This design comes from an exercise in tuning for small area, a short achievable clock period and few clock cycles on the open sky130 flow, not from production work.
No run shown here included a check of the RTL's function; only the layout flow was run.

==> flow/design.v (outline; a module is shown in full before it is edited, if it fits) <==
// module qpsc_eval: 20 lines
// module qpsc_band_test_dn: 175 lines
// module qpsc_band_test_dp: 180 lines
// module qpsc_fa: 10 lines
// module qpsc_seq: 89 lines
// module quad_photodiode_stepper_centering: 170 lines
module quad_photodiode_stepper_centering (
    input  logic                              aclk,
    input  logic                              aresetn,
    input  logic                              s_tvalid,
    output logic                              s_tready,
    input  logic [qpsc_pkg::IN_DATA_W-1:0]    s_tdata,   
    input  logic                              s_tuser,   
    output logic                              m_tvalid,
    input  logic                              m_tready,
    output logic [qpsc_pkg::OUT_DATA_W-1:0]   m_tdata,   
    input  logic                              cfg_we,
    input  logic [qpsc_pkg::CFG_IDX_W-1:0]    cfg_index,
    input  logic [qpsc_pkg::CFG_W-1:0]        cfg_wdata
);
  // ...
==> flow/run.sh <==
#!/bin/bash
# synth_recipe.tcl (not shown) runs the flow's synth.tcl, then flattens the netlist and writes it again
# the make line also repeats each setting of config.mk as NAME=value (left out here)
make -C /OpenROAD-flow-scripts/flow DESIGN_CONFIG=/design/flow/config.mk WORK_HOME=/design/flow/orfs CLKGATE_MAP_FILE= SYNTH_SCRIPT=/design/flow/synth_recipe.tcl finish
==> flow/config.mk <==
export PLATFORM = sky130hd
export DESIGN_NAME = quad_photodiode_stepper_centering
export DESIGN_NICKNAME = quad_photodiode_stepper_centering
export VERILOG_FILES = /design/flow/design.v
export SDC_FILE = /design/flow/constraint.sdc
export NUM_CORES = 4
export LEC_CHECK = 0
export CAP_MARGIN = 20
export CORE_MARGIN = 2
export CORE_UTILIZATION = 40
export SLEW_MARGIN = 20
export SYNTH_HIERARCHICAL = 1
export SYNTH_MINIMUM_KEEP_SIZE = 0
==> flow/constraint.sdc <==
create_clock -name core_clock -period 12.5 [get_ports {aclk}]
set_input_delay 2.5000 -clock core_clock [delete_from_list [all_inputs] [get_ports {aclk}]]
set_output_delay 2.5000 -clock core_clock [all_outputs]
set_load 0.01 [all_outputs]
==> impl_metrics.toml, run 1 <==
[floorplan]
placeableCoreArea_um2 = 58900
die_ar_um2 = 61500
die_x_um = 248
boundaryPins = 98

[worst_setup_path]
cp_bufs_invs = 2
critical_path.most_common_cell = "fa_1"
required_ps = 13020
critical-path-top-delay-family = "adder cells"

[finish]
area_dominant_class = "multi-input combinational cells"
area_growth_syn_to_layout_pct = 9.95
n_fill_cell = 5661
final_design_area_no_fill_um2 = 26200

[synthesis]
yosys.cell_types.count = 96
synth.top_cell.area_share_pct = 16.5
ys_top_cells_by_area = "dfxtp_1 (16%), fa_1 (16%), ha_1 (11%)"
synthTopCellsByCount = "inv_1 (297), xnor2_1 (282), nand2_1 (231)"
most_common_cell_in_the_netlist = "inv_1"
main_combinational_cell_family_by_area_after_synthesis = "adder cells"
post_synth_and_or_nand_nor_area_fraction_pct = 11.8
dominantRegCellSynth = "dfxtp_1"
synthXorXnorAreaFrac_pct = 12.4

[place]
worst_case_setup_slack_after_placement_ps = 7130

[clock_tree]
cts_resized = 0
cts_max_level = 1
path_clk_slew_ps = 70

[routing]
highest_layer = "met4"
vias = 18600
dr.first_iter.drc_count = 1414
number_of_remaining_drc_errors = 0

[timing]
slew_headroom_pct = 28.8
timing.final.max_slew_violations = 0
tightestPinTransition_ps = 1070
min_period_ps = 5240

[run_status]
status = "complete, no violations"
==> module qpsc_band_test_dn, before the edit <==
module qpsc_band_test_dn (
    input  logic [7:0] one,
    input  logic [7:0] two,
    input  logic [7:0] negn,
    input  logic [13:0] s,
    input  logic [14:0] d,
    output logic        neg
);
    logic x0, y0, x1, y1, x2, y2, x3, y3, x4, y4, x5, y5, x6, y6, x7, y7;
    logic x8, y8, x9, y9, x10, y10, x11, y11, x12, y12, x13, y13, x14, y14, x15, y15;
    logic x16, y16, x17, y17, x18, y18, x19, y19, x20, y20, x21, y21, x22, y22, x23, y23;
    logic x24, y24, x25, y25, x26, y26, x27, y27, x28, y28, x29, y29, x30, y30, x31, y31;
    logic x32, y32, x33, y33, x34, y34, x35, y35, x36, y36, x37, y37, x38, y38, x39, y39;
    logic x40, y40, x41, y41, x42, y42, x43, y43, x44, y44, x45, y45, x46, y46, x47, y47;
    logic x48, y48, x49, y49, x50, y50, x51, y51, x52, y52, x53, y53, x54, y54, x55, y55;
    logic x56, y56, x57, y57, x58, y58, x59, y59, x60, y60, x61, y61, x62, y62, x63, y63;
    logic x64, y64, x65, y65, x66, y66, x67, y67, x68, y68, x69, y69, x70, y70, x71, y71;
    logic x72, y72, x73, y73, x74, y74, x75, y75, x76, y76, x77, y77, x78, y78, x79, y79;
    logic x80, y80, x81, y81, x82, y82, x83, y83, x84, y84, x85, y85, x86, y86, x87, y87;
    logic x88, y88, x89, y89, x90, y90, x91, y91, x92, y92, x93, y93, x94, y94, x95, y95;
    logic x96, y96, x97, y97, x98, y98, x99, y99, x100, y100, x101, y101, x102, y102, x103, y103;
    logic x104, y104, x105, y105, x106, y106, x107, y107, x108, y108, x109, y109, x110, y110, x111, y111;
    logic x112, y112, x113, y113, x114, y114, x115, y115, x116, y116, x117, y117, x118, y118;
    logic [30:0] ta, tb, total;
    assign x0 = ~((((one[0] & s[10]) | (two[0] & s[9])) ^ negn[0]) ^ (((one[1] & s[8]) | (two[1] & s[7])) ^ negn[1]));
    assign y0 = (((one[0] & s[10]) | (two[0] & s[9])) ^ negn[0]) | (((one[1] & s[8]) | (two[1] & s[7])) ^ negn[1]);
    assign x1 = ~((((one[0] & s[11]) | (two[0] & s[10])) ^ negn[0]) ^ (((one[1] & s[9]) | (two[1] & s[8])) ^ negn[1]));
    assign y1 = (((one[0] & s[11]) | (two[0] & s[10])) ^ negn[0]) | (((one[1] & s[9]) | (two[1] & s[8])) ^ negn[1]);
    qpsc_fa f2 (.a((((one[0] & s[12]) | (two[0] & s[11])) ^ negn[0])), .b((((one[1] & s[10]) | (two[1] & s[9])) ^ negn[1])), .c((((one[2] & s[8]) | (two[2] & s[7])) ^ negn[2])), .s(x2), .co(y2));
    assign x3 = ~((((one[3] & s[6]) | (two[3] & s[5])) ^ negn[3]) ^ (((one[4] & s[4]) | (two[4] & s[3])) ^ negn[4]));
    assign y3 = (((one[3] & s[6]) | (two[3] & s[5])) ^ negn[3]) | (((one[4] & s[4]) | (two[4] & s[3])) ^ negn[4]);
    qpsc_fa f4 (.a((((one[0] & s[13]) | (two[0] & s[12])) ^ negn[0])), .b((((one[1] & s[11]) | (two[1] & s[10])) ^ negn[1])), .c((((one[2] & s[9]) | (two[2] & s[8])) ^ negn[2])), .s(x4), .co(y4));
    assign x5 = ~((((one[3] & s[7]) | (two[3] & s[6])) ^ negn[3]) ^ (((one[4] & s[5]) | (two[4] & s[4])) ^ negn[4]));
    assign y5 = (((one[3] & s[7]) | (two[3] & s[6])) ^ negn[3]) | (((one[4] & s[5]) | (two[4] & s[4])) ^ negn[4]);
    qpsc_fa f6 (.a((((two[0] & s[13])) ^ negn[0])), .b((((one[1] & s[12]) | (two[1] & s[11])) ^ negn[1])), .c((((one[2] & s[10]) | (two[2] & s[9])) ^ negn[2])), .s(x6), .co(y6));
    qpsc_fa f7 (.a((((one[3] & s[8]) | (two[3] & s[7])) ^ negn[3])), .b((((one[4] & s[6]) | (two[4] & s[5])) ^ negn[4])), .c((((one[5] & s[4]) | (two[5] & s[3])) ^ negn[5])), .s(x7), .co(y7));
    assign x8 = ~((((one[6] & s[2]) | (two[6] & s[1])) ^ negn[6]) ^ (((one[7] & s[0])) ^ negn[7]));
    assign y8 = (((one[6] & s[2]) | (two[6] & s[1])) ^ negn[6]) | (((one[7] & s[0])) ^ negn[7]);
    qpsc_fa f9 (.a(~negn[0]), .b((((one[1] & s[13]) | (two[1] & s[12])) ^ negn[1])), .c((((one[2] & s[11]) | (two[2] & s[10])) ^ negn[2])), .s(x9), .co(y9));
    qpsc_fa f10 (.a((((one[3] & s[9]) | (two[3] & s[8])) ^ negn[3])), .b((((one[4] & s[7]) | (two[4] & s[6])) ^ negn[4])), .c((((one[5] & s[5]) | (two[5] & s[4])) ^ negn[5])), .s(x10), .co(y10));
    qpsc_fa f11 (.a((((one[6] & s[3]) | (two[6] & s[2])) ^ negn[6])), .b((((one[7] & s[1]) | (two[7] & s[0])) ^ negn[7])), .c(d[0]), .s(x11), .co(y11));
    qpsc_fa f12 (.a((((two[1] & s[13])) ^ negn[1])), .b((((one[2] & s[12]) | (two[2] & s[11])) ^ negn[2])), .c((((one[3] & s[10]) | (two[3] & s[9])) ^ negn[3])), .s(x12), .co(y12));
    qpsc_fa f13 (.a((((one[4] & s[8]) | (two[4] & s[7])) ^ negn[4])), .b((((one[5] & s[6]) | (two[5] & s[5])) ^ negn[5])), .c((((one[6] & s[4]) | (two[6] & s[3])) ^ negn[6])), .s(x13), .co(y13));
    assign x14 = ~((((one[7] & s[2]) | (two[7] & s[1])) ^ negn[7]) ^ d[1]);
    assign y14 = (((one[7] & s[2]) | (two[7] & s[1])) ^ negn[7]) | d[1];
    qpsc_fa f15 (.a(~negn[1]), .b((((one[2] & s[13]) | (two[2] & s[12])) ^ negn[2])), .c((((one[3] & s[11]) | (two[3] & s[10])) ^ negn[3])), .s(x15), .co(y15));
    qpsc_fa f16 (.a((((one[4] & s[9]) | (two[4] & s[8])) ^ negn[4])), .b((((one[5] & s[7]) | (two[5] & s[6])) ^ negn[5])), .c((((one[6] & s[5]) | (two[6] & s[4])) ^ negn[6])), .s(x16), .co(y16));
    assign x17 = (((one[7] & s[3]) | (two[7] & s[2])) ^ negn[7]) ^ d[2];
    assign y17 = (((one[7] & s[3]) | (two[7] & s[2])) ^ negn[7]) & d[2];
    qpsc_fa f18 (.a((((two[2] & s[13])) ^ negn[2])), .b((((one[3] & s[12]) | (two[3] & s[11])) ^ negn[3])), .c((((one[4] & s[10]) | (two[4] & s[9])) ^ negn[4])), .s(x18), .co(y18));
    qpsc_fa f19 (.a((((one[5] & s[8]) | (two[5] & s[7])) ^ negn[5])), .b((((one[6] & s[6]) | (two[6] & s[5])) ^ negn[6])), .c((((one[7] & s[4]) | (two[7] & s[3])) ^ negn[7])), .s(x19), .co(y19));
    assign x20 = ~d[3];
    assign y20 = d[3];
    qpsc_fa f21 (.a(~negn[2]), .b((((one[3] & s[13]) | (two[3] & s[12])) ^ negn[3])), .c((((one[4] & s[11]) | (two[4] & s[10])) ^ negn[4])), .s(x21), .co(y21));
    qpsc_fa f22 (.a((((one[5] & s[9]) | (two[5] & s[8])) ^ negn[5])), .b((((one[6] & s[7]) | (two[6] & s[6])) ^ negn[6])), .c((((one[7] & s[5]) | (two[7] & s[4])) ^ negn[7])), .s(x22), .co(y22));
    qpsc_fa f23 (.a((((two[3] & s[13])) ^ negn[3])), .b((((one[4] & s[12]) | (two[4] & s[11])) ^ negn[4])), .c((((one[5] & s[10]) | (two[5] & s[9])) ^ negn[5])), .s(x23), .co(y23));
    assign x24 = ~((((one[6] & s[8]) | (two[6] & s[7])) ^ negn[6]) ^ (((one[7] & s[6]) | (two[7] & s[5])) ^ negn[7]));
    assign y24 = (((one[6] & s[8]) | (two[6] & s[7])) ^ negn[6]) | (((one[7] & s[6]) | (two[7] & s[5])) ^ negn[7]);
    qpsc_fa f25 (.a(~negn[3]), .b((((one[4] & s[13]) | (two[4] & s[12])) ^ negn[4])), .c((((one[5] & s[11]) | (two[5] & s[10])) ^ negn[5])), .s(x25), .co(y25));
    assign x26 = ~((((two[4] & s[13])) ^ negn[4]) ^ (((one[5] & s[12]) | (two[5] & s[11])) ^ negn[5]));
    assign y26 = (((two[4] & s[13])) ^ negn[4]) | (((one[5] & s[12]) | (two[5] & s[11])) ^ negn[5]);
    assign x27 = ~((((one[0] & s[6]) | (two[0] & s[5])) ^ negn[0]) ^ (((one[1] & s[4]) | (two[1] & s[3])) ^ negn[1]));
    assign y27 = (((one[0] & s[6]) | (two[0] & s[5])) ^ negn[0]) | (((one[1] & s[4]) | (two[1] & s[3])) ^ negn[1]);
    assign x28 = ~((((one[0] & s[7]) | (two[0] & s[6])) ^ negn[0]) ^ (((one[1] & s[5]) | (two[1] & s[4])) ^ negn[1]));
    assign y28 = (((one[0] & s[7]) | (two[0] & s[6])) ^ negn[0]) | (((one[1] & s[5]) | (two[1] & s[4])) ^ negn[1]);
    qpsc_fa f29 (.a((((one[0] & s[8]) | (two[0] & s[7])) ^ negn[0])), .b((((one[1] & s[6]) | (two[1] & s[5])) ^ negn[1])), .c((((one[2] & s[4]) | (two[2] & s[3])) ^ negn[2])), .s(x29), .co(y29));
    assign x30 = ~((((one[3] & s[2]) | (two[3] & s[1])) ^ negn[3]) ^ (((one[4] & s[0])) ^ negn[4]));
    assign y30 = (((one[3] & s[2]) | (two[3] & s[1])) ^ negn[3]) | (((one[4] & s[0])) ^ negn[4]);
    qpsc_fa f31 (.a((((one[0] & s[9]) | (two[0] & s[8])) ^ negn[0])), .b((((one[1] & s[7]) | (two[1] & s[6])) ^ negn[1])), .c((((one[2] & s[5]) | (two[2] & s[4])) ^ negn[2])), .s(x31), .co(y31));
    assign x32 = ~((((one[3] & s[3]) | (two[3] & s[2])) ^ negn[3]) ^ (((one[4] & s[1]) | (two[4] & s[0])) ^ negn[4]));
    assign y32 = (((one[3] & s[3]) | (two[3] & s[2])) ^ negn[3]) | (((one[4] & s[1]) | (two[4] & s[0])) ^ negn[4]);
    qpsc_fa f33 (.a(x0), .b((((one[2] & s[6]) | (two[2] & s[5])) ^ negn[2])), .c((((one[3] & s[4]) | (two[3] & s[3])) ^ negn[3])), .s(x33), .co(y33));
    qpsc_fa f34 (.a((((one[4] & s[2]) | (two[4] & s[1])) ^ negn[4])), .b((((one[5] & s[0])) ^ negn[5])), .c(negn[5]), .s(x34), .co(y34));
    qpsc_fa f35 (.a(x1), .b((((one[2] & s[7]) | (two[2] & s[6])) ^ negn[2])), .c((((one[3] & s[5]) | (two[3] & s[4])) ^ negn[3])), .s(x35), .co(y35));
    qpsc_fa f36 (.a((((one[4] & s[3]) | (two[4] & s[2])) ^ negn[4])), .b((((one[5] & s[1]) | (two[5] & s[0])) ^ negn[5])), .c(y0), .s(x36), .co(y36));
    qpsc_fa f37 (.a(x2), .b(x3), .c((((one[5] & s[2]) | (two[5] & s[1])) ^ negn[5])), .s(x37), .co(y37));
    qpsc_fa f38 (.a((((one[6] & s[0])) ^ negn[6])), .b(negn[6]), .c(y1), .s(x38), .co(y38));
    qpsc_fa f39 (.a(x4), .b(x5), .c((((one[5] & s[3]) | (two[5] & s[2])) ^ negn[5])), .s(x39), .co(y39));
    qpsc_fa f40 (.a((((one[6] & s[1]) | (two[6] & s[0])) ^ negn[6])), .b(y2), .c(y3), .s(x40), .co(y40));
    qpsc_fa f41 (.a(x6), .b(x7), .c(x8), .s(x41), .co(y41));
    qpsc_fa f42 (.a(negn[7]), .b(y4), .c(y5), .s(x42), .co(y42));
    qpsc_fa f43 (.a(x9), .b(x10), .c(x11), .s(x43), .co(y43));
    qpsc_fa f44 (.a(y6), .b(y7), .c(y8), .s(x44), .co(y44));
    qpsc_fa f45 (.a(x12), .b(x13), .c(x14), .s(x45), .co(y45));
    qpsc_fa f46 (.a(y9), .b(y10), .c(y11), .s(x46), .co(y46));
    qpsc_fa f47 (.a(x15), .b(x16), .c(x17), .s(x47), .co(y47));
    qpsc_fa f48 (.a(y12), .b(y13), .c(y14), .s(x48), .co(y48));
    qpsc_fa f49 (.a(x18), .b(x19), .c(x20), .s(x49), .co(y49));
    qpsc_fa f50 (.a(y15), .b(y16), .c(y17), .s(x50), .co(y50));
    qpsc_fa f51 (.a(x21), .b(x22), .c(d[4]), .s(x51), .co(y51));
    qpsc_fa f52 (.a(y18), .b(y19), .c(y20), .s(x52), .co(y52));
    qpsc_fa f53 (.a(x23), .b(x24), .c(d[5]), .s(x53), .co(y53));
    assign x54 = y21 ^ y22;
    assign y54 = y21 & y22;
    qpsc_fa f55 (.a(x25), .b((((one[6] & s[9]) | (two[6] & s[8])) ^ negn[6])), .c((((one[7] & s[7]) | (two[7] & s[6])) ^ negn[7])), .s(x55), .co(y55));
    qpsc_fa f56 (.a(d[6]), .b(y23), .c(y24), .s(x56), .co(y56));
    qpsc_fa f57 (.a(x26), .b((((one[6] & s[10]) | (two[6] & s[9])) ^ negn[6])), .c((((one[7] & s[8]) | (two[7] & s[7])) ^ negn[7])), .s(x57), .co(y57));
    assign x58 = d[7] ^ y25;
    assign y58 = d[7] & y25;
    qpsc_fa f59 (.a(~negn[4]), .b((((one[5] & s[13]) | (two[5] & s[12])) ^ negn[5])), .c((((one[6] & s[11]) | (two[6] & s[10])) ^ negn[6])), .s(x59), .co(y59));
    qpsc_fa f60 (.a((((one[7] & s[9]) | (two[7] & s[8])) ^ negn[7])), .b(d[8]), .c(y26), .s(x60), .co(y60));
    qpsc_fa f61 (.a((((two[5] & s[13])) ^ negn[5])), .b((((one[6] & s[12]) | (two[6] & s[11])) ^ negn[6])), .c((((one[7] & s[10]) | (two[7] & s[9])) ^ negn[7])), .s(x61), .co(y61));
    assign x62 = ~d[9];
    assign y62 = d[9];
    qpsc_fa f63 (.a(~negn[5]), .b((((one[6] & s[13]) | (two[6] & s[12])) ^ negn[6])), .c((((one[7] & s[11]) | (two[7] & s[10])) ^ negn[7])), .s(x63), .co(y63));
    assign x64 = ~((((two[6] & s[13])) ^ negn[6]) ^ (((one[7] & s[12]) | (two[7] & s[11])) ^ negn[7]));
    assign y64 = (((two[6] & s[13])) ^ negn[6]) | (((one[7] & s[12]) | (two[7] & s[11])) ^ negn[7]);
    assign x65 = ~((((one[0] & s[4]) | (two[0] & s[3])) ^ negn[0]) ^ (((one[1] & s[2]) | (two[1] & s[1])) ^ negn[1]));
    assign y65 = (((one[0] & s[4]) | (two[0] & s[3])) ^ negn[0]) | (((one[1] & s[2]) | (two[1] & s[1])) ^ negn[1]);
    assign x66 = ~((((one[0] & s[5]) | (two[0] & s[4])) ^ negn[0]) ^ (((one[1] & s[3]) | (two[1] & s[2])) ^ negn[1]));
    assign y66 = (((one[0] & s[5]) | (two[0] & s[4])) ^ negn[0]) | (((one[1] & s[3]) | (two[1] & s[2])) ^ negn[1]);
    qpsc_fa f67 (.a(x27), .b((((one[2] & s[2]) | (two[2] & s[1])) ^ negn[2])), .c((((one[3] & s[0])) ^ negn[3])), .s(x67), .co(y67));
    qpsc_fa f68 (.a(x28), .b((((one[2] & s[3]) | (two[2] & s[2])) ^ negn[2])), .c((((one[3] & s[1]) | (two[3] & s[0])) ^ negn[3])), .s(x68), .co(y68));
    qpsc_fa f69 (.a(x29), .b(x30), .c(negn[4]), .s(x69), .co(y69));
    qpsc_fa f70 (.a(x31), .b(x32), .c(y29), .s(x70), .co(y70));
    qpsc_fa f71 (.a(x33), .b(x34), .c(y31), .s(x71), .co(y71));
    qpsc_fa f72 (.a(x35), .b(x36), .c(y33), .s(x72), .co(y72));
    qpsc_fa f73 (.a(x37), .b(x38), .c(y35), .s(x73), .co(y73));
    qpsc_fa f74 (.a(x39), .b(x40), .c(y37), .s(x74), .co(y74));
    qpsc_fa f75 (.a(x41), .b(x42), .c(y39), .s(x75), .co(y75));
    qpsc_fa f76 (.a(x43), .b(x44), .c(y41), .s(x76), .co(y76));
    qpsc_fa f77 (.a(x45), .b(x46), .c(y43), .s(x77), .co(y77));
    qpsc_fa f78 (.a(x47), .b(x48), .c(y45), .s(x78), .co(y78));
    qpsc_fa f79 (.a(x49), .b(x50), .c(y47), .s(x79), .co(y79));
    qpsc_fa f80 (.a(x51), .b(x52), .c(y49), .s(x80), .co(y80));
    qpsc_fa f81 (.a(x53), .b(x54), .c(y51), .s(x81), .co(y81));
    qpsc_fa f82 (.a(x55), .b(x56), .c(y53), .s(x82), .co(y82));
    qpsc_fa f83 (.a(x57), .b(x58), .c(y55), .s(x83), .co(y83));
    qpsc_fa f84 (.a(x59), .b(x60), .c(y57), .s(x84), .co(y84));
    qpsc_fa f85 (.a(x61), .b(x62), .c(y59), .s(x85), .co(y85));
    qpsc_fa f86 (.a(x63), .b(d[10]), .c(y61), .s(x86), .co(y86));
    qpsc_fa f87 (.a(x64), .b(d[11]), .c(y63), .s(x87), .co(y87));
    qpsc_fa f88 (.a(~negn[6]), .b((((one[7] & s[13]) | (two[7] & s[12])) ^ negn[7])), .c(d[12]), .s(x88), .co(y88));
    assign x89 = ~((((two[7] & s[13])) ^ negn[7]) ^ d[13]);
    assign y89 = (((two[7] & s[13])) ^ negn[7]) | d[13];
    assign x90 = ~(~negn[7] ^ ~d[14]);
    assign y90 = ~negn[7] | ~d[14];
    assign x91 = ~((((one[0] & s[2]) | (two[0] & s[1])) ^ negn[0]) ^ (((one[1] & s[0])) ^ negn[1]));
    assign y91 = (((one[0] & s[2]) | (two[0] & s[1])) ^ negn[0]) | (((one[1] & s[0])) ^ negn[1]);
    assign x92 = ~((((one[0] & s[3]) | (two[0] & s[2])) ^ negn[0]) ^ (((one[1] & s[1]) | (two[1] & s[0])) ^ negn[1]));
    assign y92 = (((one[0] & s[3]) | (two[0] & s[2])) ^ negn[0]) | (((one[1] & s[1]) | (two[1] & s[0])) ^ negn[1]);
    qpsc_fa f93 (.a(x65), .b((((one[2] & s[0])) ^ negn[2])), .c(negn[2]), .s(x93), .co(y93));
    qpsc_fa f94 (.a(x66), .b((((one[2] & s[1]) | (two[2] & s[0])) ^ negn[2])), .c(y65), .s(x94), .co(y94));
    qpsc_fa f95 (.a(x67), .b(negn[3]), .c(y66), .s(x95), .co(y95));
    qpsc_fa f96 (.a(x68), .b(y27), .c(y67), .s(x96), .co(y96));
    qpsc_fa f97 (.a(x69), .b(y28), .c(y68), .s(x97), .co(y97));
    qpsc_fa f98 (.a(x70), .b(y30), .c(y69), .s(x98), .co(y98));
    qpsc_fa f99 (.a(x71), .b(y32), .c(y70), .s(x99), .co(y99));
    qpsc_fa f100 (.a(x72), .b(y34), .c(y71), .s(x100), .co(y100));
    qpsc_fa f101 (.a(x73), .b(y36), .c(y72), .s(x101), .co(y101));
    qpsc_fa f102 (.a(x74), .b(y38), .c(y73), .s(x102), .co(y102));
    qpsc_fa f103 (.a(x75), .b(y40), .c(y74), .s(x103), .co(y103));
    qpsc_fa f104 (.a(x76), .b(y42), .c(y75), .s(x104), .co(y104));
    qpsc_fa f105 (.a(x77), .b(y44), .c(y76), .s(x105), .co(y105));
    qpsc_fa f106 (.a(x78), .b(y46), .c(y77), .s(x106), .co(y106));
    qpsc_fa f107 (.a(x79), .b(y48), .c(y78), .s(x107), .co(y107));
    qpsc_fa f108 (.a(x80), .b(y50), .c(y79), .s(x108), .co(y108));
    qpsc_fa f109 (.a(x81), .b(y52), .c(y80), .s(x109), .co(y109));
    qpsc_fa f110 (.a(x82), .b(y54), .c(y81), .s(x110), .co(y110));
    qpsc_fa f111 (.a(x83), .b(y56), .c(y82), .s(x111), .co(y111));
    qpsc_fa f112 (.a(x84), .b(y58), .c(y83), .s(x112), .co(y112));
    qpsc_fa f113 (.a(x85), .b(y60), .c(y84), .s(x113), .co(y113));
    qpsc_fa f114 (.a(x86), .b(y62), .c(y85), .s(x114), .co(y114));
    assign x115 = x87 ^ y86;
    assign y115 = x87 & y86;
    qpsc_fa f116 (.a(x88), .b(y64), .c(y87), .s(x116), .co(y116));
    assign x117 = x89 ^ y88;
    assign y117 = x89 & y88;
    assign x118 = x90 ^ y89;
    assign y118 = x90 & y89;
    assign ta = {y90, x118, x117, x116, x115, x114, x113, x112, x111, x110, x109, x108, x107, x106, x105, x104, x103, x102, x101, x100, x99, x98, x97, x96, x95, x94, x93, x92, x91, (((one[0] & s[1]) | (two[0] & s[0])) ^ negn[0]), (((one[0] & s[0])) ^ negn[0])};
    assign tb = {y118, y117, y116, y115, y114, y113, y112, y111, y110, y109, y108, y107, y106, y105, y104, y103, y102, y101, y100, y99, y98, y97, y96, y95, y94, y93, y92, y91, negn[1], 1'b1, negn[0]};
    assign total = ~ta + ~tb;
    assign neg = total[30];
endmodule
==> module qpsc_band_test_dp, before the edit <==
module qpsc_band_test_dp (
    input  logic [7:0] one,
    input  logic [7:0] two,
    input  logic [7:0] negn,
    input  logic [13:0] s,
    input  logic [14:0] d,
    output logic        neg
);
    logic x0, y0, x1, y1, x2, y2, x3, y3, x4, y4, x5, y5, x6, y6, x7, y7;
    logic x8, y8, x9, y9, x10, y10, x11, y11, x12, y12, x13, y13, x14, y14, x15, y15;
    logic x16, y16, x17, y17, x18, y18, x19, y19, x20, y20, x21, y21, x22, y22, x23, y23;
    logic x24, y24, x25, y25, x26, y26, x27, y27, x28, y28, x29, y29, x30, y30, x31, y31;
    logic x32, y32, x33, y33, x34, y34, x35, y35, x36, y36, x37, y37, x38, y38, x39, y39;
    logic x40, y40, x41, y41, x42, y42, x43, y43, x44, y44, x45, y45, x46, y46, x47, y47;
    logic x48, y48, x49, y49, x50, y50, x51, y51, x52, y52, x53, y53, x54, y54, x55, y55;
    logic x56, y56, x57, y57, x58, y58, x59, y59, x60, y60, x61, y61, x62, y62, x63, y63;
    logic x64, y64, x65, y65, x66, y66, x67, y67, x68, y68, x69, y69, x70, y70, x71, y71;
    logic x72, y72, x73, y73, x74, y74, x75, y75, x76, y76, x77, y77, x78, y78, x79, y79;
    logic x80, y80, x81, y81, x82, y82, x83, y83, x84, y84, x85, y85, x86, y86, x87, y87;
    logic x88, y88, x89, y89, x90, y90, x91, y91, x92, y92, x93, y93, x94, y94, x95, y95;
    logic x96, y96, x97, y97, x98, y98, x99, y99, x100, y100, x101, y101, x102, y102, x103, y103;
    logic x104, y104, x105, y105, x106, y106, x107, y107, x108, y108, x109, y109, x110, y110, x111, y111;
    logic x112, y112, x113, y113, x114, y114, x115, y115, x116, y116, x117, y117, x118, y118, x119, y119;
    logic x120, y120;
    logic [30:0] ta, tb, total;
    assign x0 = ~(~negn[0] ^ (((one[1] & s[13]) | (two[1] & s[12])) ^ negn[1]));
    assign y0 = ~negn[0] | (((one[1] & s[13]) | (two[1] & s[12])) ^ negn[1]);
    assign x1 = ~((((two[1] & s[13])) ^ negn[1]) ^ (((one[2] & s[12]) | (two[2] & s[11])) ^ negn[2]));
    assign y1 = (((two[1] & s[13])) ^ negn[1]) | (((one[2] & s[12]) | (two[2] & s[11])) ^ negn[2]);
    assign x2 = ~((((one[0] & s[10]) | (two[0] & s[9])) ^ negn[0]) ^ (((one[1] & s[8]) | (two[1] & s[7])) ^ negn[1]));
    assign y2 = (((one[0] & s[10]) | (two[0] & s[9])) ^ negn[0]) | (((one[1] & s[8]) | (two[1] & s[7])) ^ negn[1]);
    assign x3 = ~((((one[0] & s[11]) | (two[0] & s[10])) ^ negn[0]) ^ (((one[1] & s[9]) | (two[1] & s[8])) ^ negn[1]));
    assign y3 = (((one[0] & s[11]) | (two[0] & s[10])) ^ negn[0]) | (((one[1] & s[9]) | (two[1] & s[8])) ^ negn[1]);
    qpsc_fa f4 (.a((((one[0] & s[12]) | (two[0] & s[11])) ^ negn[0])), .b((((one[1] & s[10]) | (two[1] & s[9])) ^ negn[1])), .c((((one[2] & s[8]) | (two[2] & s[7])) ^ negn[2])), .s(x4), .co(y4));
    assign x5 = ~((((one[3] & s[6]) | (two[3] & s[5])) ^ negn[3]) ^ (((one[4] & s[4]) | (two[4] & s[3])) ^ negn[4]));
    assign y5 = (((one[3] & s[6]) | (two[3] & s[5])) ^ negn[3]) | (((one[4] & s[4]) | (two[4] & s[3])) ^ negn[4]);
    qpsc_fa f6 (.a((((one[0] & s[13]) | (two[0] & s[12])) ^ negn[0])), .b((((one[1] & s[11]) | (two[1] & s[10])) ^ negn[1])), .c((((one[2] & s[9]) | (two[2] & s[8])) ^ negn[2])), .s(x6), .co(y6));
    assign x7 = ~((((one[3] & s[7]) | (two[3] & s[6])) ^ negn[3]) ^ (((one[4] & s[5]) | (two[4] & s[4])) ^ negn[4]));
    assign y7 = (((one[3] & s[7]) | (two[3] & s[6])) ^ negn[3]) | (((one[4] & s[5]) | (two[4] & s[4])) ^ negn[4]);
    qpsc_fa f8 (.a((((two[0] & s[13])) ^ negn[0])), .b((((one[1] & s[12]) | (two[1] & s[11])) ^ negn[1])), .c((((one[2] & s[10]) | (two[2] & s[9])) ^ negn[2])), .s(x8), .co(y8));
    qpsc_fa f9 (.a((((one[3] & s[8]) | (two[3] & s[7])) ^ negn[3])), .b((((one[4] & s[6]) | (two[4] & s[5])) ^ negn[4])), .c((((one[5] & s[4]) | (two[5] & s[3])) ^ negn[5])), .s(x9), .co(y9));
    assign x10 = ~((((one[6] & s[2]) | (two[6] & s[1])) ^ negn[6]) ^ (((one[7] & s[0])) ^ negn[7]));
    assign y10 = (((one[6] & s[2]) | (two[6] & s[1])) ^ negn[6]) | (((one[7] & s[0])) ^ negn[7]);
    qpsc_fa f11 (.a(x0), .b((((one[2] & s[11]) | (two[2] & s[10])) ^ negn[2])), .c((((one[3] & s[9]) | (two[3] & s[8])) ^ negn[3])), .s(x11), .co(y11));
    qpsc_fa f12 (.a((((one[4] & s[7]) | (two[4] & s[6])) ^ negn[4])), .b((((one[5] & s[5]) | (two[5] & s[4])) ^ negn[5])), .c((((one[6] & s[3]) | (two[6] & s[2])) ^ negn[6])), .s(x12), .co(y12));
    assign x13 = (((one[7] & s[1]) | (two[7] & s[0])) ^ negn[7]) ^ ~d[0];
    assign y13 = (((one[7] & s[1]) | (two[7] & s[0])) ^ negn[7]) & ~d[0];
    qpsc_fa f14 (.a(x1), .b((((one[3] & s[10]) | (two[3] & s[9])) ^ negn[3])), .c((((one[4] & s[8]) | (two[4] & s[7])) ^ negn[4])), .s(x14), .co(y14));
    qpsc_fa f15 (.a((((one[5] & s[6]) | (two[5] & s[5])) ^ negn[5])), .b((((one[6] & s[4]) | (two[6] & s[3])) ^ negn[6])), .c((((one[7] & s[2]) | (two[7] & s[1])) ^ negn[7])), .s(x15), .co(y15));
    assign x16 = ~d[1] ^ y0;
    assign y16 = ~d[1] & y0;
    qpsc_fa f17 (.a(~negn[1]), .b((((one[2] & s[13]) | (two[2] & s[12])) ^ negn[2])), .c((((one[3] & s[11]) | (two[3] & s[10])) ^ negn[3])), .s(x17), .co(y17));
    qpsc_fa f18 (.a((((one[4] & s[9]) | (two[4] & s[8])) ^ negn[4])), .b((((one[5] & s[7]) | (two[5] & s[6])) ^ negn[5])), .c((((one[6] & s[5]) | (two[6] & s[4])) ^ negn[6])), .s(x18), .co(y18));
    qpsc_fa f19 (.a((((one[7] & s[3]) | (two[7] & s[2])) ^ negn[7])), .b(~d[2]), .c(y1), .s(x19), .co(y19));
    qpsc_fa f20 (.a((((two[2] & s[13])) ^ negn[2])), .b((((one[3] & s[12]) | (two[3] & s[11])) ^ negn[3])), .c((((one[4] & s[10]) | (two[4] & s[9])) ^ negn[4])), .s(x20), .co(y20));
    qpsc_fa f21 (.a((((one[5] & s[8]) | (two[5] & s[7])) ^ negn[5])), .b((((one[6] & s[6]) | (two[6] & s[5])) ^ negn[6])), .c((((one[7] & s[4]) | (two[7] & s[3])) ^ negn[7])), .s(x21), .co(y21));
    assign x22 = ~~d[3];
    assign y22 = ~d[3];
    qpsc_fa f23 (.a(~negn[2]), .b((((one[3] & s[13]) | (two[3] & s[12])) ^ negn[3])), .c((((one[4] & s[11]) | (two[4] & s[10])) ^ negn[4])), .s(x23), .co(y23));
    qpsc_fa f24 (.a((((one[5] & s[9]) | (two[5] & s[8])) ^ negn[5])), .b((((one[6] & s[7]) | (two[6] & s[6])) ^ negn[6])), .c((((one[7] & s[5]) | (two[7] & s[4])) ^ negn[7])), .s(x24), .co(y24));
    qpsc_fa f25 (.a((((two[3] & s[13])) ^ negn[3])), .b((((one[4] & s[12]) | (two[4] & s[11])) ^ negn[4])), .c((((one[5] & s[10]) | (two[5] & s[9])) ^ negn[5])), .s(x25), .co(y25));
    assign x26 = ~((((one[6] & s[8]) | (two[6] & s[7])) ^ negn[6]) ^ (((one[7] & s[6]) | (two[7] & s[5])) ^ negn[7]));
    assign y26 = (((one[6] & s[8]) | (two[6] & s[7])) ^ negn[6]) | (((one[7] & s[6]) | (two[7] & s[5])) ^ negn[7]);
    qpsc_fa f27 (.a(~negn[3]), .b((((one[4] & s[13]) | (two[4] & s[12])) ^ negn[4])), .c((((one[5] & s[11]) | (two[5] & s[10])) ^ negn[5])), .s(x27), .co(y27));
    assign x28 = ~((((two[4] & s[13])) ^ negn[4]) ^ (((one[5] & s[12]) | (two[5] & s[11])) ^ negn[5]));
    assign y28 = (((two[4] & s[13])) ^ negn[4]) | (((one[5] & s[12]) | (two[5] & s[11])) ^ negn[5]);
    assign x29 = ~((((one[0] & s[6]) | (two[0] & s[5])) ^ negn[0]) ^ (((one[1] & s[4]) | (two[1] & s[3])) ^ negn[1]));
    assign y29 = (((one[0] & s[6]) | (two[0] & s[5])) ^ negn[0]) | (((one[1] & s[4]) | (two[1] & s[3])) ^ negn[1]);
    assign x30 = ~((((one[0] & s[7]) | (two[0] & s[6])) ^ negn[0]) ^ (((one[1] & s[5]) | (two[1] & s[4])) ^ negn[1]));
    assign y30 = (((one[0] & s[7]) | (two[0] & s[6])) ^ negn[0]) | (((one[1] & s[5]) | (two[1] & s[4])) ^ negn[1]);
    qpsc_fa f31 (.a((((one[0] & s[8]) | (two[0] & s[7])) ^ negn[0])), .b((((one[1] & s[6]) | (two[1] & s[5])) ^ negn[1])), .c((((one[2] & s[4]) | (two[2] & s[3])) ^ negn[2])), .s(x31), .co(y31));
    assign x32 = ~((((one[3] & s[2]) | (two[3] & s[1])) ^ negn[3]) ^ (((one[4] & s[0])) ^ negn[4]));
    assign y32 = (((one[3] & s[2]) | (two[3] & s[1])) ^ negn[3]) | (((one[4] & s[0])) ^ negn[4]);
    qpsc_fa f33 (.a((((one[0] & s[9]) | (two[0] & s[8])) ^ negn[0])), .b((((one[1] & s[7]) | (two[1] & s[6])) ^ negn[1])), .c((((one[2] & s[5]) | (two[2] & s[4])) ^ negn[2])), .s(x33), .co(y33));
    assign x34 = ~((((one[3] & s[3]) | (two[3] & s[2])) ^ negn[3]) ^ (((one[4] & s[1]) | (two[4] & s[0])) ^ negn[4]));
    assign y34 = (((one[3] & s[3]) | (two[3] & s[2])) ^ negn[3]) | (((one[4] & s[1]) | (two[4] & s[0])) ^ negn[4]);
    qpsc_fa f35 (.a(x2), .b((((one[2] & s[6]) | (two[2] & s[5])) ^ negn[2])), .c((((one[3] & s[4]) | (two[3] & s[3])) ^ negn[3])), .s(x35), .co(y35));
    qpsc_fa f36 (.a((((one[4] & s[2]) | (two[4] & s[1])) ^ negn[4])), .b((((one[5] & s[0])) ^ negn[5])), .c(negn[5]), .s(x36), .co(y36));
    qpsc_fa f37 (.a(x3), .b((((one[2] & s[7]) | (two[2] & s[6])) ^ negn[2])), .c((((one[3] & s[5]) | (two[3] & s[4])) ^ negn[3])), .s(x37), .co(y37));
    qpsc_fa f38 (.a((((one[4] & s[3]) | (two[4] & s[2])) ^ negn[4])), .b((((one[5] & s[1]) | (two[5] & s[0])) ^ negn[5])), .c(y2), .s(x38), .co(y38));
    qpsc_fa f39 (.a(x4), .b(x5), .c((((one[5] & s[2]) | (two[5] & s[1])) ^ negn[5])), .s(x39), .co(y39));
    qpsc_fa f40 (.a((((one[6] & s[0])) ^ negn[6])), .b(negn[6]), .c(y3), .s(x40), .co(y40));
    qpsc_fa f41 (.a(x6), .b(x7), .c((((one[5] & s[3]) | (two[5] & s[2])) ^ negn[5])), .s(x41), .co(y41));
    qpsc_fa f42 (.a((((one[6] & s[1]) | (two[6] & s[0])) ^ negn[6])), .b(y4), .c(y5), .s(x42), .co(y42));
    qpsc_fa f43 (.a(x8), .b(x9), .c(x10), .s(x43), .co(y43));
    qpsc_fa f44 (.a(negn[7]), .b(y6), .c(y7), .s(x44), .co(y44));
    qpsc_fa f45 (.a(x11), .b(x12), .c(x13), .s(x45), .co(y45));
    qpsc_fa f46 (.a(y8), .b(y9), .c(y10), .s(x46), .co(y46));
    qpsc_fa f47 (.a(x14), .b(x15), .c(x16), .s(x47), .co(y47));
    qpsc_fa f48 (.a(y11), .b(y12), .c(y13), .s(x48), .co(y48));
    qpsc_fa f49 (.a(x17), .b(x18), .c(x19), .s(x49), .co(y49));
    qpsc_fa f50 (.a(y14), .b(y15), .c(y16), .s(x50), .co(y50));
    qpsc_fa f51 (.a(x20), .b(x21), .c(x22), .s(x51), .co(y51));
    qpsc_fa f52 (.a(y17), .b(y18), .c(y19), .s(x52), .co(y52));
    qpsc_fa f53 (.a(x23), .b(x24), .c(~d[4]), .s(x53), .co(y53));
    qpsc_fa f54 (.a(y20), .b(y21), .c(y22), .s(x54), .co(y54));
    qpsc_fa f55 (.a(x25), .b(x26), .c(~d[5]), .s(x55), .co(y55));
    assign x56 = y23 ^ y24;
    assign y56 = y23 & y24;
    qpsc_fa f57 (.a(x27), .b((((one[6] & s[9]) | (two[6] & s[8])) ^ negn[6])), .c((((one[7] & s[7]) | (two[7] & s[6])) ^ negn[7])), .s(x57), .co(y57));
    qpsc_fa f58 (.a(~d[6]), .b(y25), .c(y26), .s(x58), .co(y58));
    qpsc_fa f59 (.a(x28), .b((((one[6] & s[10]) | (two[6] & s[9])) ^ negn[6])), .c((((one[7] & s[8]) | (two[7] & s[7])) ^ negn[7])), .s(x59), .co(y59));
    assign x60 = ~d[7] ^ y27;
    assign y60 = ~d[7] & y27;
    qpsc_fa f61 (.a(~negn[4]), .b((((one[5] & s[13]) | (two[5] & s[12])) ^ negn[5])), .c((((one[6] & s[11]) | (two[6] & s[10])) ^ negn[6])), .s(x61), .co(y61));
    qpsc_fa f62 (.a((((one[7] & s[9]) | (two[7] & s[8])) ^ negn[7])), .b(~d[8]), .c(y28), .s(x62), .co(y62));
    qpsc_fa f63 (.a((((two[5] & s[13])) ^ negn[5])), .b((((one[6] & s[12]) | (two[6] & s[11])) ^ negn[6])), .c((((one[7] & s[10]) | (two[7] & s[9])) ^ negn[7])), .s(x63), .co(y63));
    assign x64 = ~~d[9];
    assign y64 = ~d[9];
    qpsc_fa f65 (.a(~negn[5]), .b((((one[6] & s[13]) | (two[6] & s[12])) ^ negn[6])), .c((((one[7] & s[11]) | (two[7] & s[10])) ^ negn[7])), .s(x65), .co(y65));
    assign x66 = ~((((two[6] & s[13])) ^ negn[6]) ^ (((one[7] & s[12]) | (two[7] & s[11])) ^ negn[7]));
    assign y66 = (((two[6] & s[13])) ^ negn[6]) | (((one[7] & s[12]) | (two[7] & s[11])) ^ negn[7]);
    assign x67 = ~((((one[0] & s[4]) | (two[0] & s[3])) ^ negn[0]) ^ (((one[1] & s[2]) | (two[1] & s[1])) ^ negn[1]));
    assign y67 = (((one[0] & s[4]) | (two[0] & s[3])) ^ negn[0]) | (((one[1] & s[2]) | (two[1] & s[1])) ^ negn[1]);
    assign x68 = ~((((one[0] & s[5]) | (two[0] & s[4])) ^ negn[0]) ^ (((one[1] & s[3]) | (two[1] & s[2])) ^ negn[1]));
    assign y68 = (((one[0] & s[5]) | (two[0] & s[4])) ^ negn[0]) | (((one[1] & s[3]) | (two[1] & s[2])) ^ negn[1]);
    qpsc_fa f69 (.a(x29), .b((((one[2] & s[2]) | (two[2] & s[1])) ^ negn[2])), .c((((one[3] & s[0])) ^ negn[3])), .s(x69), .co(y69));
    qpsc_fa f70 (.a(x30), .b((((one[2] & s[3]) | (two[2] & s[2])) ^ negn[2])), .c((((one[3] & s[1]) | (two[3] & s[0])) ^ negn[3])), .s(x70), .co(y70));
    qpsc_fa f71 (.a(x31), .b(x32), .c(negn[4]), .s(x71), .co(y71));
    qpsc_fa f72 (.a(x33), .b(x34), .c(y31), .s(x72), .co(y72));
    qpsc_fa f73 (.a(x35), .b(x36), .c(y33), .s(x73), .co(y73));
    qpsc_fa f74 (.a(x37), .b(x38), .c(y35), .s(x74), .co(y74));
    qpsc_fa f75 (.a(x39), .b(x40), .c(y37), .s(x75), .co(y75));
    qpsc_fa f76 (.a(x41), .b(x42), .c(y39), .s(x76), .co(y76));
    qpsc_fa f77 (.a(x43), .b(x44), .c(y41), .s(x77), .co(y77));
    qpsc_fa f78 (.a(x45), .b(x46), .c(y43), .s(x78), .co(y78));
    qpsc_fa f79 (.a(x47), .b(x48), .c(y45), .s(x79), .co(y79));
    qpsc_fa f80 (.a(x49), .b(x50), .c(y47), .s(x80), .co(y80));
    qpsc_fa f81 (.a(x51), .b(x52), .c(y49), .s(x81), .co(y81));
    qpsc_fa f82 (.a(x53), .b(x54), .c(y51), .s(x82), .co(y82));
    qpsc_fa f83 (.a(x55), .b(x56), .c(y53), .s(x83), .co(y83));
    qpsc_fa f84 (.a(x57), .b(x58), .c(y55), .s(x84), .co(y84));
    qpsc_fa f85 (.a(x59), .b(x60), .c(y57), .s(x85), .co(y85));
    qpsc_fa f86 (.a(x61), .b(x62), .c(y59), .s(x86), .co(y86));
    qpsc_fa f87 (.a(x63), .b(x64), .c(y61), .s(x87), .co(y87));
    qpsc_fa f88 (.a(x65), .b(~d[10]), .c(y63), .s(x88), .co(y88));
    qpsc_fa f89 (.a(x66), .b(~d[11]), .c(y65), .s(x89), .co(y89));
    qpsc_fa f90 (.a(~negn[6]), .b((((one[7] & s[13]) | (two[7] & s[12])) ^ negn[7])), .c(~d[12]), .s(x90), .co(y90));
    assign x91 = ~((((two[7] & s[13])) ^ negn[7]) ^ ~d[13]);
    assign y91 = (((two[7] & s[13])) ^ negn[7]) | ~d[13];
    assign x92 = ~(~negn[7] ^ d[14]);
    assign y92 = ~negn[7] | d[14];
    assign x93 = ~((((one[0] & s[2]) | (two[0] & s[1])) ^ negn[0]) ^ (((one[1] & s[0])) ^ negn[1]));
    assign y93 = (((one[0] & s[2]) | (two[0] & s[1])) ^ negn[0]) | (((one[1] & s[0])) ^ negn[1]);
    assign x94 = ~((((one[0] & s[3]) | (two[0] & s[2])) ^ negn[0]) ^ (((one[1] & s[1]) | (two[1] & s[0])) ^ negn[1]));
    assign y94 = (((one[0] & s[3]) | (two[0] & s[2])) ^ negn[0]) | (((one[1] & s[1]) | (two[1] & s[0])) ^ negn[1]);
    qpsc_fa f95 (.a(x67), .b((((one[2] & s[0])) ^ negn[2])), .c(negn[2]), .s(x95), .co(y95));
    qpsc_fa f96 (.a(x68), .b((((one[2] & s[1]) | (two[2] & s[0])) ^ negn[2])), .c(y67), .s(x96), .co(y96));
    qpsc_fa f97 (.a(x69), .b(negn[3]), .c(y68), .s(x97), .co(y97));
    qpsc_fa f98 (.a(x70), .b(y29), .c(y69), .s(x98), .co(y98));
    qpsc_fa f99 (.a(x71), .b(y30), .c(y70), .s(x99), .co(y99));
    qpsc_fa f100 (.a(x72), .b(y32), .c(y71), .s(x100), .co(y100));
    qpsc_fa f101 (.a(x73), .b(y34), .c(y72), .s(x101), .co(y101));
    qpsc_fa f102 (.a(x74), .b(y36), .c(y73), .s(x102), .co(y102));
    qpsc_fa f103 (.a(x75), .b(y38), .c(y74), .s(x103), .co(y103));
    qpsc_fa f104 (.a(x76), .b(y40), .c(y75), .s(x104), .co(y104));
    qpsc_fa f105 (.a(x77), .b(y42), .c(y76), .s(x105), .co(y105));
    qpsc_fa f106 (.a(x78), .b(y44), .c(y77), .s(x106), .co(y106));
    qpsc_fa f107 (.a(x79), .b(y46), .c(y78), .s(x107), .co(y107));
    qpsc_fa f108 (.a(x80), .b(y48), .c(y79), .s(x108), .co(y108));
    qpsc_fa f109 (.a(x81), .b(y50), .c(y80), .s(x109), .co(y109));
    qpsc_fa f110 (.a(x82), .b(y52), .c(y81), .s(x110), .co(y110));
    qpsc_fa f111 (.a(x83), .b(y54), .c(y82), .s(x111), .co(y111));
    qpsc_fa f112 (.a(x84), .b(y56), .c(y83), .s(x112), .co(y112));
    qpsc_fa f113 (.a(x85), .b(y58), .c(y84), .s(x113), .co(y113));
    qpsc_fa f114 (.a(x86), .b(y60), .c(y85), .s(x114), .co(y114));
    qpsc_fa f115 (.a(x87), .b(y62), .c(y86), .s(x115), .co(y115));
    qpsc_fa f116 (.a(x88), .b(y64), .c(y87), .s(x116), .co(y116));
    assign x117 = x89 ^ y88;
    assign y117 = x89 & y88;
    qpsc_fa f118 (.a(x90), .b(y66), .c(y89), .s(x118), .co(y118));
    assign x119 = x91 ^ y90;
    assign y119 = x91 & y90;
    assign x120 = x92 ^ y91;
    assign y120 = x92 & y91;
    assign ta = {y92, x120, x119, x118, x117, x116, x115, x114, x113, x112, x111, x110, x109, x108, x107, x106, x105, x104, x103, x102, x101, x100, x99, x98, x97, x96, x95, x94, x93, (((one[0] & s[1]) | (two[0] & s[0])) ^ negn[0]), (((one[0] & s[0])) ^ negn[0])};
    assign tb = {y120, y119, y118, y117, y116, y115, y114, y113, y112, y111, y110, y109, y108, y107, y106, y105, y104, y103, y102, y101, y100, y99, y98, y97, y96, y95, y94, y93, negn[1], 1'b1, negn[0]};
    assign total = ~ta + ~tb;
    assign neg = total[30];
endmodule
==> run 2, diff against run 1 <==
--- a/flow/design.v
+++ b/flow/design.v
@@ -112,4 +112,9 @@
     logic x104, y104, x105, y105, x106, y106, x107, y107, x108, y108, x109, y109, x110, y110, x111, y111;
-    logic x112, y112, x113, y113, x114, y114, x115, y115, x116, y116, x117, y117, x118, y118;
-    logic [30:0] ta, tb, total;
+    logic x112, y112, x113, y113, x114, y114, x115, y115, x116, y116, x117, y117, x118, y118, cg0, cp0;
+    logic cg1, cp1, cg2, cp2, cg3, cp3, cg4, cp4, cg5, cp5, cg6, cp6, cg7, cp7, cg8, cp8;
+    logic cg9, cp9, cg10, cp10, cg11, cp11, cg12, cp12, cg13, cp13, cg14, cp14, cg15, cp15, cg16, cp16;
+    logic cg17, cp17, cg18, cp18, cg19, cp19, cg20, cp20, cg21, cp21, cg22, cp22, cg23, cp23, cg24, cp24;
+    logic cg25, cp25, cg26, cp26, cg27, cp27, cg28, cp28;
+    logic [30:0] ta, tb, tg, tp;
+    logic total_msb;
     assign x0 = ~((((one[0] & s[10]) | (two[0] & s[9])) ^ negn[0]) ^ (((one[1] & s[8]) | (two[1] & s[7])) ^ negn[1]));
@@ -262,4 +267,35 @@
     assign tb = {y118, y117, y116, y115, y114, y113, y112, y111, y110, y109, y108, y107, y106, y105, y104, y103, y102, y101, y100, y99, y98, y97, y96, y95, y94, y93, y92, y91, negn[1], 1'b1, negn[0]};
-    assign total = ~ta + ~tb;
-    assign neg = total[30];
+    assign tg = ~(ta | tb);
+    assign tp = ~(ta & tb);
+    qpsc_gp c0 (.gh(tg[1]), .ph(tp[1]), .gl(tg[0]), .pl(tp[0]), .g(cg0), .p(cp0));
+    qpsc_gp c1 (.gh(tg[3]), .ph(tp[3]), .gl(tg[2]), .pl(tp[2]), .g(cg1), .p(cp1));
+    qpsc_gp c2 (.gh(tg[5]), .ph(tp[5]), .gl(tg[4]), .pl(tp[4]), .g(cg2), .p(cp2));
+    qpsc_gp c3 (.gh(tg[7]), .ph(tp[7]), .gl(tg[6]), .pl(tp[6]), .g(cg3), .p(cp3));
+    qpsc_gp c4 (.gh(tg[9]), .ph(tp[9]), .gl(tg[8]), .pl(tp[8]), .g(cg4), .p(cp4));
+    qpsc_gp c5 (.gh(tg[11]), .ph(tp[11]), .gl(tg[10]), .pl(tp[10]), .g(cg5), .p(cp5));
+    qpsc_gp c6 (.gh(tg[13]), .ph(tp[13]), .gl(tg[12]), .pl(tp[12]), .g(cg6), .p(cp6));
+    qpsc_gp c7 (.gh(tg[15]), .ph(tp[15]), .gl(tg[14]), .pl(tp[14]), .g(cg7), .p(cp7));
+    qpsc_gp c8 (.gh(tg[17]), .ph(tp[17]), .gl(tg[16]), .pl(tp[16]), .g(cg8), .p(cp8));
+    qpsc_gp c9 (.gh(tg[19]), .ph(tp[19]), .gl(tg[18]), .pl(tp[18]), .g(cg9), .p(cp9));
+    qpsc_gp c10 (.gh(tg[21]), .ph(tp[21]), .gl(tg[20]), .pl(tp[20]), .g(cg10), .p(cp10));
+    qpsc_gp c11 (.gh(tg[23]), .ph(tp[23]), .gl(tg[22]), .pl(tp[22]), .g(cg11), .p(cp11));
+    qpsc_gp c12 (.gh(tg[25]), .ph(tp[25]), .gl(tg[24]), .pl(tp[24]), .g(cg12), .p(cp12));
+    qpsc_gp c13 (.gh(tg[27]), .ph(tp[27]), .gl(tg[26]), .pl(tp[26]), .g(cg13), .p(cp13));
+    qpsc_gp c14 (.gh(tg[29]), .ph(tp[29]), .gl(tg[28]), .pl(tp[28]), .g(cg14), .p(cp14));
+    qpsc_gp c15 (.gh(cg1), .ph(cp1), .gl(cg0), .pl(cp0), .g(cg15), .p(cp15));
+    qpsc_gp c16 (.gh(cg3), .ph(cp3), .gl(cg2), .pl(cp2), .g(cg16), .p(cp16));
+    qpsc_gp c17 (.gh(cg5), .ph(cp5), .gl(cg4), .pl(cp4), .g(cg17), .p(cp17));
+    qpsc_gp c18 (.gh(cg7), .ph(cp7), .gl(cg6), .pl(cp6), .g(cg18), .p(cp18));
+    qpsc_gp c19 (.gh(cg9), .ph(cp9), .gl(cg8), .pl(cp8), .g(cg19), .p(cp19));
+    qpsc_gp c20 (.gh(cg11), .ph(cp11), .gl(cg10), .pl(cp10), .g(cg20), .p(cp20));
+    qpsc_gp c21 (.gh(cg13), .ph(cp13), .gl(cg12), .pl(cp12), .g(cg21), .p(cp21));
+    qpsc_gp c22 (.gh(cg16), .ph(cp16), .gl(cg15), .pl(cp15), .g(cg22), .p(cp22));
+    qpsc_gp c23 (.gh(cg18), .ph(cp18), .gl(cg17), .pl(cp17), .g(cg23), .p(cp23));
+    qpsc_gp c24 (.gh(cg20), .ph(cp20), .gl(cg19), .pl(cp19), .g(cg24), .p(cp24));
+    qpsc_gp c25 (.gh(cg14), .ph(cp14), .gl(cg21), .pl(cp21), .g(cg25), .p(cp25));
+    qpsc_gp c26 (.gh(cg23), .ph(cp23), .gl(cg22), .pl(cp22), .g(cg26), .p(cp26));
+    qpsc_gp c27 (.gh(cg25), .ph(cp25), .gl(cg24), .pl(cp24), .g(cg27), .p(cp27));
+    qpsc_gp c28 (.gh(cg27), .ph(cp27), .gl(cg26), .pl(cp26), .g(cg28), .p(cp28));
+    assign total_msb = (ta[30] ^ tb[30]) ^ cg28;
+    assign neg = total_msb;
 endmodule
@@ -288,4 +324,8 @@
     logic x112, y112, x113, y113, x114, y114, x115, y115, x116, y116, x117, y117, x118, y118, x119, y119;
-    logic x120, y120;
-    logic [30:0] ta, tb, total;
+    logic x120, y120, cg0, cp0, cg1, cp1, cg2, cp2, cg3, cp3, cg4, cp4, cg5, cp5, cg6, cp6;
+    logic cg7, cp7, cg8, cp8, cg9, cp9, cg10, cp10, cg11, cp11, cg12, cp12, cg13, cp13, cg14, cp14;
+    logic cg15, cp15, cg16, cp16, cg17, cp17, cg18, cp18, cg19, cp19, cg20, cp20, cg21, cp21, cg22, cp22;
+    logic cg23, cp23, cg24, cp24, cg25, cp25, cg26, cp26, cg27, cp27, cg28, cp28;
+    logic [30:0] ta, tb, tg, tp;
+    logic total_msb;
     assign x0 = ~(~negn[0] ^ (((one[1] & s[13]) | (two[1] & s[12])) ^ negn[1]));
@@ -442,4 +482,35 @@
     assign tb = {y120, y119, y118, y117, y116, y115, y114, y113, y112, y111, y110, y109, y108, y107, y106, y105, y104, y103, y102, y101, y100, y99, y98, y97, y96, y95, y94, y93, negn[1], 1'b1, negn[0]};
-    assign total = ~ta + ~tb;
-    assign neg = total[30];
+    assign tg = ~(ta | tb);
+    assign tp = ~(ta & tb);
+    qpsc_gp c0 (.gh(tg[1]), .ph(tp[1]), .gl(tg[0]), .pl(tp[0]), .g(cg0), .p(cp0));
+    qpsc_gp c1 (.gh(tg[3]), .ph(tp[3]), .gl(tg[2]), .pl(tp[2]), .g(cg1), .p(cp1));
+    qpsc_gp c2 (.gh(tg[5]), .ph(tp[5]), .gl(tg[4]), .pl(tp[4]), .g(cg2), .p(cp2));
+    qpsc_gp c3 (.gh(tg[7]), .ph(tp[7]), .gl(tg[6]), .pl(tp[6]), .g(cg3), .p(cp3));
+    qpsc_gp c4 (.gh(tg[9]), .ph(tp[9]), .gl(tg[8]), .pl(tp[8]), .g(cg4), .p(cp4));
+    qpsc_gp c5 (.gh(tg[11]), .ph(tp[11]), .gl(tg[10]), .pl(tp[10]), .g(cg5), .p(cp5));
+    qpsc_gp c6 (.gh(tg[13]), .ph(tp[13]), .gl(tg[12]), .pl(tp[12]), .g(cg6), .p(cp6));
+    qpsc_gp c7 (.gh(tg[15]), .ph(tp[15]), .gl(tg[14]), .pl(tp[14]), .g(cg7), .p(cp7));
+    qpsc_gp c8 (.gh(tg[17]), .ph(tp[17]), .gl(tg[16]), .pl(tp[16]), .g(cg8), .p(cp8));
+    qpsc_gp c9 (.gh(tg[19]), .ph(tp[19]), .gl(tg[18]), .pl(tp[18]), .g(cg9), .p(cp9));
+    qpsc_gp c10 (.gh(tg[21]), .ph(tp[21]), .gl(tg[20]), .pl(tp[20]), .g(cg10), .p(cp10));
+    qpsc_gp c11 (.gh(tg[23]), .ph(tp[23]), .gl(tg[22]), .pl(tp[22]), .g(cg11), .p(cp11));
+    qpsc_gp c12 (.gh(tg[25]), .ph(tp[25]), .gl(tg[24]), .pl(tp[24]), .g(cg12), .p(cp12));
+    qpsc_gp c13 (.gh(tg[27]), .ph(tp[27]), .gl(tg[26]), .pl(tp[26]), .g(cg13), .p(cp13));
+    qpsc_gp c14 (.gh(tg[29]), .ph(tp[29]), .gl(tg[28]), .pl(tp[28]), .g(cg14), .p(cp14));
+    qpsc_gp c15 (.gh(cg1), .ph(cp1), .gl(cg0), .pl(cp0), .g(cg15), .p(cp15));
+    qpsc_gp c16 (.gh(cg3), .ph(cp3), .gl(cg2), .pl(cp2), .g(cg16), .p(cp16));
+    qpsc_gp c17 (.gh(cg5), .ph(cp5), .gl(cg4), .pl(cp4), .g(cg17), .p(cp17));
+    qpsc_gp c18 (.gh(cg7), .ph(cp7), .gl(cg6), .pl(cp6), .g(cg18), .p(cp18));
+    qpsc_gp c19 (.gh(cg9), .ph(cp9), .gl(cg8), .pl(cp8), .g(cg19), .p(cp19));
+    qpsc_gp c20 (.gh(cg11), .ph(cp11), .gl(cg10), .pl(cp10), .g(cg20), .p(cp20));
+    qpsc_gp c21 (.gh(cg13), .ph(cp13), .gl(cg12), .pl(cp12), .g(cg21), .p(cp21));
+    qpsc_gp c22 (.gh(cg16), .ph(cp16), .gl(cg15), .pl(cp15), .g(cg22), .p(cp22));
+    qpsc_gp c23 (.gh(cg18), .ph(cp18), .gl(cg17), .pl(cp17), .g(cg23), .p(cp23));
+    qpsc_gp c24 (.gh(cg20), .ph(cp20), .gl(cg19), .pl(cp19), .g(cg24), .p(cp24));
+    qpsc_gp c25 (.gh(cg14), .ph(cp14), .gl(cg21), .pl(cp21), .g(cg25), .p(cp25));
+    qpsc_gp c26 (.gh(cg23), .ph(cp23), .gl(cg22), .pl(cp22), .g(cg26), .p(cp26));
+    qpsc_gp c27 (.gh(cg25), .ph(cp25), .gl(cg24), .pl(cp24), .g(cg27), .p(cp27));
+    qpsc_gp c28 (.gh(cg27), .ph(cp27), .gl(cg26), .pl(cp26), .g(cg28), .p(cp28));
+    assign total_msb = (ta[30] ^ tb[30]) ^ cg28;
+    assign neg = total_msb;
 endmodule
@@ -455,2 +526,13 @@
 endmodule
+module qpsc_gp (
+    input  logic gh,
+    input  logic ph,
+    input  logic gl,
+    input  logic pl,
+    output logic g,
+    output logic p
+);
+    assign g = gh | (ph & gl);
+    assign p = ph & pl;
+endmodule
 `timescale 1ns / 1ps
@@ -664,2 +746,3 @@
     logic       take;
+    logic [2:0] flight;               
     assign s2_tok     = {s2_start, s2_nobeam, s2_hi, s2_lo};
@@ -688,2 +771,3 @@
             q_count       <= 3'd0;
+            flight        <= 3'd0;
             ready_reg     <= 1'b0;
@@ -695,3 +779,8 @@
             q_count       <= q_count_next;
-            ready_reg     <= (3'(take) + 3'(s0_valid) + 3'(s1_valid) + q_count_next < 3'(QN));
+            flight        <= flight + 3'(take) - 3'(fire);
+            case ({take, fire})
+                2'b10:   ready_reg <= (flight <= 3'(QN - 2));
+                2'b01:   ready_reg <= 1'b1;
+                default: ready_reg <= (flight <= 3'(QN - 1));
+            endcase
             out_valid_reg <= fire || (out_valid_reg && !m_tready);
==> impl_metrics.toml, run 2 <==
[synthesis]
syn-instance-count = 2630
post_synth_instance_area_um2 = 24500
syn_avg_cell_area_um2 = 9.33
synth.yosys.warnings = 9

[worst_setup_path]
critical_path.most_common_cell = "a21o_1"
timing.critical_path.from_type = "register"
endpoint_kind = "register"
cp_bufs_invs = 2
slowest_delay_ps = 940
required_ps = 12990
crit_path_cell_trace = "inv_1 -> xnor2_1 -> ha_1 -> inv_1 -> fa_1 -> fa_1 -> fa_1 -> fa_1 -> nor2_1 -> a21o_1 -> a21o_1 -> a21o_1 -> a21o_1 -> a21o_1 -> xor2_1 -> xnor2_1 -> nor2b_4"
path_class = "reg2reg"
path_max_fanout = 16
critical-path-top-delay-family = "adder cells"
critical_path.slowest_cell = "dfxtp_1"
timing.critical_path.arrival_ps = 5730

[finish]
insertedDiodeCount = 0
area_growth_syn_to_layout_pct = 6.93
multi_input_comb_area_um2 = 17000
final_common_cell = "xnor2_1"
utilization_pct = 43.4
layout.nets = 3033
layout-drive-gt1-share_pct = 6.71
register_area_um2 = 5460
n_fill_cell = 5800
mostFrequentLayoutCells = "xnor2_1 (283), nand2_1 (248), dfxtp_1 (198), fa_1 (192), inv_1 (191)"

[routing]
route.final.wire_length_um = 62600
ant_nets_after_route = 0
drt-vias-per-instance = 5.50
dr.first_iter.drc_count = 1603
wl_per_cell_um = 18.4
number_of_remaining_drc_errors = 0
drt_pass1_iterations = 5
vias = 18700

[timing]
min_period_ps = 5240
fmaxAchievable_mhz = 191
final.period_utilization_pct = 41.9
setup_viols_final = 0
tightestPinTransition_ps = 1110
slew_headroom_pct = 25.7
grt_setup_unrepaired = "false"
timing.final.max_slew_violations = 0
skew_ps = 17.5
hold_viol_final = 0
fin_setup_tns_ps = 0

[floorplan]
row_count = 90
placeableCoreArea_um2 = 60500
boundaryPins = 98
die_ar_um2 = 63300
floorplan.die.height_um = 252
initial_utilization_pct = 40.6
die_x_um = 252

[clock_tree]
holdBufCountCts = 0
numCtsBuffers = 28
clock_path_buffers = 3
cts_resized = 0
tritoncts = "done"
cts_max_level = 1
setup_bufs_post_cts = 0
clock_root_cell = "clkbuf_16"
clock_insertion_delay_worst_skew_ps = 560
clock_sinks = 248
path_clk_slew_ps = 60

[global_route]
busiest_layer = "met2"
grt_antenna_before_repair = 0
grt_pass1_vias = 18600
met1_routing_resource_usage_after_global_routing_pct = 28.4
globalRouteTotalUtil_pct = 19.7
overflow = 0
use_met2_pct = 31.5
grt_first_pass_wirelength_um = 101000
largest_net_degree_at_the_start_of_global_routing = 75
gr-usage-met3_pct = 2.18

[run_status]
status = "complete, no violations"

[place]
gpl.final_weighted_congestion = 0.854
buffer_ports.inserted = 94
dp_hpwl_um = 46200

[run]
maxCapViolCount = 0

[hold_path]
worst_hold_path_type = "reg2reg"
-- run 2: cell type report --
type	instances	share of cell area, %
clock buffers	36	3.15
clock inverters	14	0.339
inverters	198	2.83
multi-input cells	2009	64.9
flip-flops and latches	248	20.8
well taps	782	3.73
repair buffers	117	4.23
-- run 2: worst paths after layout --
kind	from	to	slack (ps)	cells after the start
max reg2reg	lo_negn[2]	s2_lo	7260	17
max	lo_negn[2]	s2_lo	7260	17
min reg2reg	s0_start	s1_start	330	0
min	s0_start	s1_start	330	0
-- run 2: stage by stage --
step / setup slack, ps / instance area [um^2] / cells / hold WS [ps]
final: 7260 / 26200 / 3404 / 335
after global routing: 7030 / 26200 / 3404 / 345
after CTS: 7270 / 26200 / 3404 / 335
after detailed placement: 7210 / 25300 / 3354 / 320
after global placement: 7220 / 25300 / 3354 / 313
after floorplan: 7900 / 24500 / 2632 / 310
-- run 2: worst register-to-register path, cell delays in order (launching register included) --
cell and delay [ps]:
dfxtp_1 940, inv_1 220, xnor2_1 200, ha_1 280, inv_1 60, fa_1 500
fa_1 520, fa_1 530, fa_1 580, nor2_1 50, a21o_1 170, a21o_1 170
a21o_1 170, a21o_1 170, a21o_1 160, xor2_1 160, xnor2_1 140, nor2b_4 150
-- run 2: per-layer routing --
layer	vias up	part of all wire [%]
met1	9193	47
met4	0	1.7
li1	8861	-
met2	581	46
met3	74	5.6
met5	-	0

[separate check: timing with driven ports]
Ports are ideal in the flow. The routed layouts listed here were re-timed in OpenROAD. Step 1 sets driving cells, clkbuf_16 on the clock port and buf_2 on the other inputs (assumed; they add their load-dependent delay and slew). Step 2 moves the port delays by t, midway between the first and last clock arrival at a register: inputs arrive t later, outputs are due t later. That takes back most of the time a late clock gives input paths. Slacks: ideal ports / drivers / drivers and shift; pairs: ideal ports / drivers.
run | t (ns) | slack for setup (ns) | hold slack, ns | clock arrival spread, ns
run 1 | 0.645 | 7.260 / 7.260 / 7.103 | 0.331 / 0.331 / 0.331 | 0.036 / 0.036
run 2 | 0.610 | 7.257 / 7.257 / 7.193 | 0.335 / 0.335 / 0.335 | 0.018 / 0.018
After both steps setup and hold are still met in every run listed. For run 1, which loses most, drivers alone change the setup slack by 0.000 ns; drivers and shift together by -0.157 ns.
